This is an optimization exercise on Yosys and OpenROAD, whose aim is small area, a short achievable clock period and few clock cycles per item, not a production implementation.
RTL that was checked went through simulation tests only; none was proved equivalent to the original.
Power is estimated from default activity; no workload was simulated.

## main
## keyed_count_table_top
module keyed_count_table_top #(
	parameter int ENTRIES    = kct_pkg::KCT_ENTRIES,
	parameter int KEY_BITS   = kct_pkg::KCT_KEY_BITS,
	parameter int COUNT_BITS = kct_pkg::KCT_COUNT_BITS
) (
	input  wire logic        clk,
	input  wire logic        arst_n,
	input  wire logic        in_valid,
	output logic             in_ready,
	input  wire logic [1:0]  req_type,
	input  wire logic [7:0]  item_key,
	input  wire logic [15:0] amount,
	output logic             out_valid,
	input  wire logic        out_ready,
	output logic [2:0]       status,
	output logic             enough,
	output logic [15:0]      held_count
);
Settings: LEC_CHECK=0, CAP_MARGIN=20, CORE_MARGIN=2, CORE_UTILIZATION=40, PLACE_DENSITY=0.6, SETUP_SLACK_MARGIN=5.0, SLEW_MARGIN=20; clock period 8.0 ns.
run.sh (not shown) runs the stock make flow with config.mk's settings and CLKGATE_MAP_FILE= SYNTH_SCRIPT=/design/flow/synth_recipe.tcl, a recipe that flattens the netlist after the stock synthesis.
The final layout from main, which completed every stage, passed the timing, design-rule and antenna checks at the end of the flow.
Testbench counts of main, summed over its fixed seeds: cycles 12,024, items 12,000.
Modified inputs, the feature branch compared to main
--- a/flow/design.v
+++ b/flow/design.v
@@ -125,22 +125,20 @@
 	logic [ENTRIES-1:0]    match_d;
 	logic [COUNT_BITS-1:0] held_tab;
 	logic [COUNT_BITS-1:0] held_d;
 	logic                  full;
 	logic                  all_below;
 	logic [ENTRIES-1:0]    free_oh;
 	logic [COUNT_BITS:0]   sum;
 	logic [COUNT_BITS:0]   diff;
 	logic                  ovf;
 	logic                  covers;
-	logic                  sel_sum;
-	logic                  sel_diff;
 	logic                  is_add;
 	logic                  is_con;
 	logic                  do_claim;
 	logic                  do_remove;
 	kct_pkg::status_t      r_sts;
 	logic                  r_en;
 	logic [15:0]           r_held;
 	for (genvar i = 0; i < ENTRIES; i++) begin : g_cell
 		kct_cell #(
 			.KEY_BITS   (KEY_BITS),
@@ -174,69 +172,71 @@
 		diff   = {1'b0, x_held_q} - {1'b0, x_amt_q};
 		ovf    = sum[COUNT_BITS];
 		covers = !diff[COUNT_BITS];
 		do_claim  = exec && is_add && !x_triv_q && !x_found_q;
 		do_remove = exec && is_con && !x_triv_q && (x_held_q == x_amt_q);
 		for (int i = 0; i < ENTRIES; i++) begin
 			t_claim[i]  = do_claim && free_oh[i];
 			t_remove[i] = do_remove && x_match_q[i];
 			t_wr[i]     = t_claim[i] || (exec && x_match_q[i]);
 		end
-		sel_sum  = !x_triv_q && is_add && !ovf && (x_found_q || !full);
-		sel_diff = !x_triv_q && is_con && covers;
-		r_held   = sel_sum ? sum[COUNT_BITS-1:0] : sel_diff ? diff[COUNT_BITS-1:0] : x_held_q;
 		r_sts  = kct_pkg::STS_DONE;
 		r_en   = 1'b1;
+		r_held = x_held_q;
 		unique case (x_op_q)
 			kct_pkg::REQ_ADD: begin
 				if (x_triv_q) begin
 					r_sts = kct_pkg::STS_INVALID;
 				end else if (ovf) begin
 					r_sts = kct_pkg::STS_OVERFLOW;
 					r_en  = covers;
 				end else if (!x_found_q && full) begin
-					r_sts = kct_pkg::STS_FULL;
-					r_en  = 1'b0;
+					r_sts  = kct_pkg::STS_FULL;
+					r_en   = 1'b0;
+				end else begin
+					r_held = sum[COUNT_BITS-1:0];
 				end
 			end
 			kct_pkg::REQ_CONSUME: begin
-				if (!x_triv_q && !covers) begin
+				if (x_triv_q) begin
+					r_en = 1'b1;
+				end else if (!covers) begin
 					r_sts = kct_pkg::STS_SHORT;
 					r_en  = 1'b0;
+				end else begin
+					r_held = diff[COUNT_BITS-1:0];
 				end
 			end
 			kct_pkg::REQ_QUERY: begin
 				r_en = x_triv_q || covers;
 			end
 			default: begin
-				r_en = x_triv_q;
+				r_en   = x_triv_q;
+				r_held = '0;
 			end
 		endcase
 	end
 	always_comb begin
 		same     = x_vld_q && (r_key_q == x_key_q);
 		held_tab = '0;
 		for (int i = 0; i < ENTRIES; i++)
 			held_tab = held_tab | (t_cnt[i] & {COUNT_BITS{t_hit[i]}});
 		if (x_clr) begin
 			match_d = '0;
+			held_d  = '0;
 		end else if (same) begin
 			match_d = t_claim | (x_match_q & ~t_remove);
+			held_d  = r_held;
 		end else begin
 			match_d = t_hit;
-		end
-		if (x_clr || r_op_q == kct_pkg::REQ_CLEAR)
-			held_d = '0;
-		else if (same)
-			held_d = r_held;
-		else
-			held_d = held_tab;
+			held_d  = held_tab;
+		end
 	end
 	always_comb begin
 		in_ready = rdy_q;
 		accept   = in_valid && rdy_q;
 		exec     = x_vld_q && !s_vld_q;
 		r_to_x   = r_vld_q && (!x_vld_q || exec);
 		o_load   = !o_vld_q || out_ready;
 		r_vld_d  = accept || (r_vld_q && !r_to_x);
 		x_vld_d  = r_to_x || (x_vld_q && !exec);
 		s_vld_d  = s_vld_q ? !out_ready : (exec && !o_load);
Results
From main to the feature branch the numbers moved as follows: internal power of the cells now sits higher; share of the clock period used by the worst path after layout rose by 1.6 points; clock network power share went down by 1.5 points; sequential element share of the synthesized area lost 0.48 points; number of setup buffers added after CTS +8.4%. Per the comparison of the feature branch with main, hold slack fell 0.015 ns; share of the final layout cell area in sequential cells has decreased; critical path depth saw an increase; length of routed met2 wiring moved up. The feature branch vs main: worst slack at placement up. Between the feature branch and main, it is the feature branch whose layout buffering overhead excluding clock cells is higher, by 0.63 points. Relative to main, global-route usage has gone down in the feature branch. Against main, the feature branch comes in 17 higher on cell count. Sort the feature branch and main by design area, ascending, and main comes first.
Only the layout flow was run in the feature branch; the RTL was not checked for function there.

-- port drivers added, routing unchanged --
No port has a modelled driver above. Below, the same layouts with a new extraction and two added sets of constraints. Step 1 sets driving cells, clkbuf_16 on the clock port and buf_2 on the other inputs (assumed; they add their load-dependent delay and slew). Step 2 also shifts input and output timing later by t, the mid clock arrival at the registers, as if the neighbouring blocks saw the same clock. Slacks: ideal ports / drivers / drivers and shift; pairs: ideal ports / drivers.
run	t (ns)	slack for setup (ns)	worst register clock-pin slew, ns
main	0.656	4.796 / 4.796 / 4.466	0.07 / 0.07
the feature branch	0.663	4.672 / 4.672 / 4.423	0.07 / 0.07
After both steps every run listed still meets setup and hold. The setup slack of main, which loses most, moves by 0.000 ns with the drivers and by -0.330 ns with both steps.
